Source: an optimization exercise on an open RTL-to-GDS flow (aim: small area, a short achievable clock period and few clock cycles per item). Production flows keep margins and buffers that such runs may drop. The RTL was checked by simulation tests, not by an equivalence proof against the original design. Power figures rest on the tool's default switching activity, not on a simulated workload.

===== flow/design.v =====
package fc2_bias_adder_pkg;
    localparam int FC2_N_LANE  = 16;
    localparam int FC2_N_BATCH = 2;
    localparam int FC2_W_BIAS  = 34;
    localparam int FC2_W_ACC   = 34;
    localparam int FC2_W_OUT   = 32;
    localparam int FC2_W_ADDR  = 1;
    typedef logic [1:0] state_t;
    localparam state_t S_FETCH = 2'd0;
    localparam state_t S_LATCH = 2'd1;
    localparam state_t S_WAIT  = 2'd2;
    localparam state_t S_OUT   = 2'd3;
endpackage
module fc2_bias_sat_add
#(
    parameter int W_A = fc2_bias_adder_pkg::FC2_W_ACC,
    parameter int W_B = fc2_bias_adder_pkg::FC2_W_BIAS,
    parameter int W_O = fc2_bias_adder_pkg::FC2_W_OUT
) (
    input  logic [W_A-1:0] acc,
    input  logic [W_B-1:0] bias,
    output logic           sign,
    output logic           ovf,
    output logic [W_O-2:0] low
);
    localparam int W_S = ((W_A > W_B) ? W_A : W_B) + 1;
    logic signed [W_S-1:0] acc_x;
    logic signed [W_S-1:0] bias_x;
    logic signed [W_S-1:0] sum;
    assign acc_x  = W_S'($signed(acc));
    assign bias_x = W_S'($signed(bias));
    assign sum    = acc_x + bias_x;
    assign sign = sum[W_S-1];
    assign ovf  = !((&sum[W_S-1:W_O-1]) || !(|sum[W_S-1:W_O-1]));
    assign low  = sum[W_O-2:0];
endmodule
module fc2_bias_adder
#(
    parameter int N_LANE  = fc2_bias_adder_pkg::FC2_N_LANE,
    parameter int N_BATCH = fc2_bias_adder_pkg::FC2_N_BATCH,
    parameter int W_BIAS  = fc2_bias_adder_pkg::FC2_W_BIAS,
    parameter int W_ACC   = fc2_bias_adder_pkg::FC2_W_ACC,
    parameter int W_OUT   = fc2_bias_adder_pkg::FC2_W_OUT,
    parameter int W_ADDR  = fc2_bias_adder_pkg::FC2_W_ADDR
) (
    input  logic                      clk,
    input  logic                      rstn,
    input  logic                      flush,
    output logic [W_ADDR-1:0]         rom_aa,
    output logic                      rom_cena,
    input  logic [N_LANE*W_BIAS-1:0]  rom_qa,
    input  logic                      acc_valid,
    output logic                      acc_ready,
    input  logic [N_LANE*W_ACC-1:0]   acc_data,
    output logic                      out_valid,
    input  logic                      out_ready,
    output logic [N_LANE*W_OUT-1:0]   out_data,
    output logic                      out_last
);
    logic               primed;      
    logic [W_ADDR-1:0]  batch_cnt;   
    logic [W_ADDR-1:0]  batch_nxt;
    logic               is_last;
    logic               load;        
    logic               acc_hs;
    logic [N_LANE-1:0]            sign_d, ovf_d;
    logic [N_LANE*(W_OUT-1)-1:0]  low_d;
    logic [N_LANE-1:0]            sign_q, ovf_q;
    logic [N_LANE*(W_OUT-1)-1:0]  low_q;
    assign is_last   = (batch_cnt == W_ADDR'(N_BATCH - 1));
    assign load      = !out_valid || out_ready;
    assign acc_ready = primed && load;
    assign acc_hs    = acc_valid && acc_ready && !flush;
    always_comb begin
        if (flush)       batch_nxt = '0;
        else if (acc_hs) batch_nxt = is_last ? '0 : batch_cnt + 1'b1;
        else             batch_nxt = batch_cnt;
    end
    assign rom_aa   = batch_nxt;
    assign rom_cena = 1'b0;
    for (genvar i = 0; i < N_LANE; i++) begin : g_lane
        fc2_bias_sat_add #(
            .W_A (W_ACC),
            .W_B (W_BIAS),
            .W_O (W_OUT)
        ) u_sat_add (
            .acc  (acc_data[(N_LANE-1-i)*W_ACC +: W_ACC]),
            .bias (rom_qa[(N_LANE-1-i)*W_BIAS +: W_BIAS]),
            .sign (sign_d[i]),
            .ovf  (ovf_d[i]),
            .low  (low_d[i*(W_OUT-1) +: W_OUT-1])
        );
        assign out_data[(N_LANE-1-i)*W_OUT +: W_OUT] =
            {sign_q[i], ovf_q[i] ? {(W_OUT-1){~sign_q[i]}} : low_q[i*(W_OUT-1) +: W_OUT-1]};
    end
    always_ff @(posedge clk or negedge rstn) begin
        if (!rstn) begin
            primed    <= 1'b0;
            batch_cnt <= '0;
            out_valid <= 1'b0;
        end else begin
            primed    <= 1'b1;
            batch_cnt <= batch_nxt;
            if (flush)       out_valid <= 1'b0;
            else if (acc_hs) out_valid <= 1'b1;
            else if (out_ready) out_valid <= 1'b0;
        end
    end
    always_ff @(posedge clk) begin
        if (load) begin
            sign_q   <= sign_d;
            ovf_q    <= ovf_d;
            low_q    <= low_d;
            out_last <= is_last;
        end
    end
endmodule

===== flow/run.sh =====
#!/bin/bash
# synth_recipe.tcl (not shown) runs the flow's synth.tcl, then flattens the netlist and writes it again
# the make line also repeats each setting of config.mk as NAME=value (left out here)
make -C /OpenROAD-flow-scripts/flow DESIGN_CONFIG=/design/flow/config.mk WORK_HOME=/design/flow/orfs CLKGATE_MAP_FILE= SYNTH_SCRIPT=/design/flow/synth_recipe.tcl finish

===== flow/config.mk =====
export PLATFORM = sky130hd
export DESIGN_NAME = fc2_bias_adder
export DESIGN_NICKNAME = fc2_bias_adder
export VERILOG_FILES = /design/flow/design.v
export SDC_FILE = /design/flow/constraint.sdc
export NUM_CORES = 4
export LEC_CHECK = 0
export CAP_MARGIN = 20
export CORE_AREA = 5 5 595 595
export DIE_AREA = 0 0 600 600
export SLEW_MARGIN = 20

===== flow/constraint.sdc =====
create_clock -name core_clock -period 5.0 [get_ports {clk}]
set_input_delay 1.0000 -clock core_clock [delete_from_list [all_inputs] [get_ports {clk}]]
set_output_delay 1.0000 -clock core_clock [all_outputs]
set_load 0.01 [all_outputs]

==> results.txt <==
[cell type report]
| class | count | area (um2) |
|---|---|---|
| fillers | 38300 | 273000 |
| clock buffers | 100 | 2120 |
| clock inverters | 41 | 409 |
| multi-input cells | 4145 | 29200 |
| flip-flops and latches | 532 | 16000 |
| inverters | 693 | 2600 |
| repair buffers | 1687 | 16800 |
| well taps | 4578 | 5730 |
| diodes | 83 | 208 |
[through the flow]
stage / power, W / hold slack [ns] / instance area [um2]
6_report: 0.0227 / 0.469 / 73000
3_3_place_gp: 0.0171 / 0.451 / 70200
5_1_grt: 0.0239 / 0.408 / 72900
4_1_cts: 0.0231 / 0.379 / 72800
2_1_floorplan: 0.0111 / 0.444 / 48300
3_5_place_dp: 0.0171 / 0.451 / 70200
[cell families after synthesis]
| logic type | share of synthesized area |
|---|---|
| adders and majority gates | 0.147 |
| buffers and inverters | 0.0656 |
| muxes | 0.00453 |
| DFF | 0.330 |
| xor gates and xnor gates | 0.0806 |
| AOI/OAI and AO/OA | 0.260 |
| other | 0.000155 |
| and+or+nand+nor | 0.111 |
[final timing paths]
path,start,end,slack (ns),depth (start not counted)
setup / recovery,ovf_q[14],out_data[35],0.64,3
hold / removal,batch_cnt,out_last,0.47,0
setup reg to reg,out_valid,low_q[335],2.82,3
hold reg to reg,batch_cnt,out_last,0.47,0
max in group asynchronous,rstn,primed,4.28,1
min in group asynchronous,rstn,out_valid,0.50,1
[power groups by stage]
stage	Sequential, W	Clock [W]	Combinational [W]
finish	0.00644	0.00576	0.0105
global route	0.00651	0.00614	0.0113
CTS	0.00645	0.00603	0.0106
detailed placement	0.00653	0	0.0105
global placement	0.00652	0	0.0106
floorplan	0.00638	0	0.00473
[critical path: stages, from the launching register on]
cell and delay [ns]:
edfxtp_1 0.91, nand2b_1 0.71, o21ai_0 0.30, clkdlybuf4s50_1 0.64
[synthesized netlist by cell type, types with 18 or more instances]
cell,n
nand4_1,58
ha_1,544
o211ai_1,37
o21a_1,85
clkbuf_1,143
edfxtp_1,529
inv_1,693
nand3_1,75
a211oi_1,66
o21ai_0,762
a21o_1,278
nand2b_1,88
a31oi_1,45
xor2_1,126
a21oi_1,455
a211o_1,22
and2_1,26
o31ai_1,23
nor3_1,73
xnor2_1,319
and3_1,69
nand2_1,249
nor2_1,269
a21boi_0,18
o21bai_1,53
nor2b_1,78
or3_1,21
[registers in the layout, indices dropped and copies added, names as in the netlist]
| name | count |
|---|---|
| sign_q | 16 |
| batch_cnt | 1 |
| out_last | 1 |
| ovf_q | 16 |
| primed | 1 |
| low_q | 496 |
| out_valid | 1 |
[routing by layer]
layer / vias to the layer above / share of wire
met4: 76 / 0.052
li1: 23400 / -
met2: 2034 / 0.50
met5: - / 0.0015
met1: 23900 / 0.37
met3: 551 / 0.068
==> flow_summary.yaml <==
hold_path:
  hp-class: "register to register"
timing:
  drv_slew: 0
  period_share: 0.871
  fin_crit_ns: 4.36
  worstMarginPinSlew_ns: 1.14
  fin_skew_ns: 0.0439
  finalSetupTns_ns: 0
  setup_viol: 0
  relSlewSlack: 0.241
  max_freq_mhz: 230
  rsz0062_at_grt: "false"
  final_hold_viol_count: 0
  fin_ws_ns: 0.644
power_and_ir_drop:
  seqPwrFrac: 0.283
  pwr-share-comb: 0.463
  leakagePower_nw: 30.3
  power.density_nw_per_um2: 311
  clkPwrFrac: 0.254
  p_int_w: 0.0141
  vdd_drop_max_uv: 247
  switchingPower_w: 0.00856
  switching_share: 0.377
grt:
  grt_usage: 0.165
  first_global_vias: 47300
  top_usage_layer: "met2"
  met3_usage: 0.0386
  met1_usage: 0.182
  grt_pass1_wl_um: 409000
  gr-total-overflow: 0
  antenna_found_initial: 186
  grt_max_degree: 125
  use_met2: 0.297
finish:
  post-route-util: 0.211
  layout_common_cells: "clkdlybuf4s50_1 (1601), o21ai_0 (761), inv_1 (693), ha_1 (544), edfxtp_1 (529)"
  final_common_cell: "clkdlybuf4s50_1"
  syn2layout_area_growth_pct: 51.0
  drive_above_1_share: 0.0363
  final_cells: 11900
  final_nets: 8794
setup_path:
  required_ns: 4.00
  worst_setup_path_start_kind: "register"
  crit_fanout: 32
  arrival_ns: 3.36
  endpoint_kind: "output pin"
  path_class: "register to output pin"
die:
  num_rows: 216
  fp.dieH_um: 600
  core_area_um2: 346000
  die_area_um2: 360000
  ios: 1610
  die_w_um: 600
  start_util: 0.139
detailed_routing:
  dr_total_vias: 49900
  totalWireLength_um: 316000
  wl_per_cell_um: 26.6
  drt-initial-drc-count: 3931
  drc: 0
  drtPass1Iterations: 6
  via_per_inst: 4.21
  ant_nets: 0
clock_network:
  cts-buffers-inserted: 82
  post_cts_buffers: 0
  cts_sinks: 532
  clkLatencyLatePin_ns: 0.80
  post_cts_resized: 0
  cts-root-buf: "clkbuf_16"
  cts_tree: "done"
  cts_hold_buf: 0
  cts_buffer_depth: 4
  clk_pin_slew_ns: 0.06
  htree_levels: 3
logic_synthesis:
  yosys-top-cells-area: "edfxtp_1 (33%), ha_1 (14%), o21ai_0 (7.9%)"
  yosysTopAreaCell: "edfxtp_1"
  ys.flop_type: "edfxtp_1"
  synth_top_area_frac: 0.329
  syn_nets: 7173
  synthCells: 5520
  synthesis.area_um2: 48300
  synth_edf_count: 529
  synthArstFlopShare: 0.00564
  synth-seq-area-share: 0.330
  synth_cell_type_count: 99
  avgSynthCellArea_um2: 8.76
  yosysWarningCount: 1
  synth-seq-cells: 532
place:
  portBuffers: 1608
  dp_slack_ns: 0.0784
  dp_cells: 11600
  gp_congestion: 0.979
  dp_hpwl_um: 277000
job:
  cap_violations: 0
outcome:
  status: "complete, no violations"
Testbench counts, summed over its fixed seeds: cycles 9,616, items 9,600.

separate check: timing with driven ports:
The flow's constraints put no driver on any port. The routed layout listed below was extracted and timed again, unchanged, in two steps.
Step 1 assumes that a clkbuf_16 drives the clock port and a buf_2 every other input.
Step 2 also shifts input and output timing later by t, the mid clock arrival at the registers, as if the neighbouring blocks saw the same clock.
Three values: ideal, step 1, step 2; two values: the first two.
shift t [ns]: 0.853
setup slack, ns: 0.644 / 0.561 / 0.001
worst slew at a driven data input, ns: 0.55
After both steps this run still meets setup and hold. For this run, drivers alone change the setup slack by -0.083 ns; drivers and shift together by -0.643 ns.
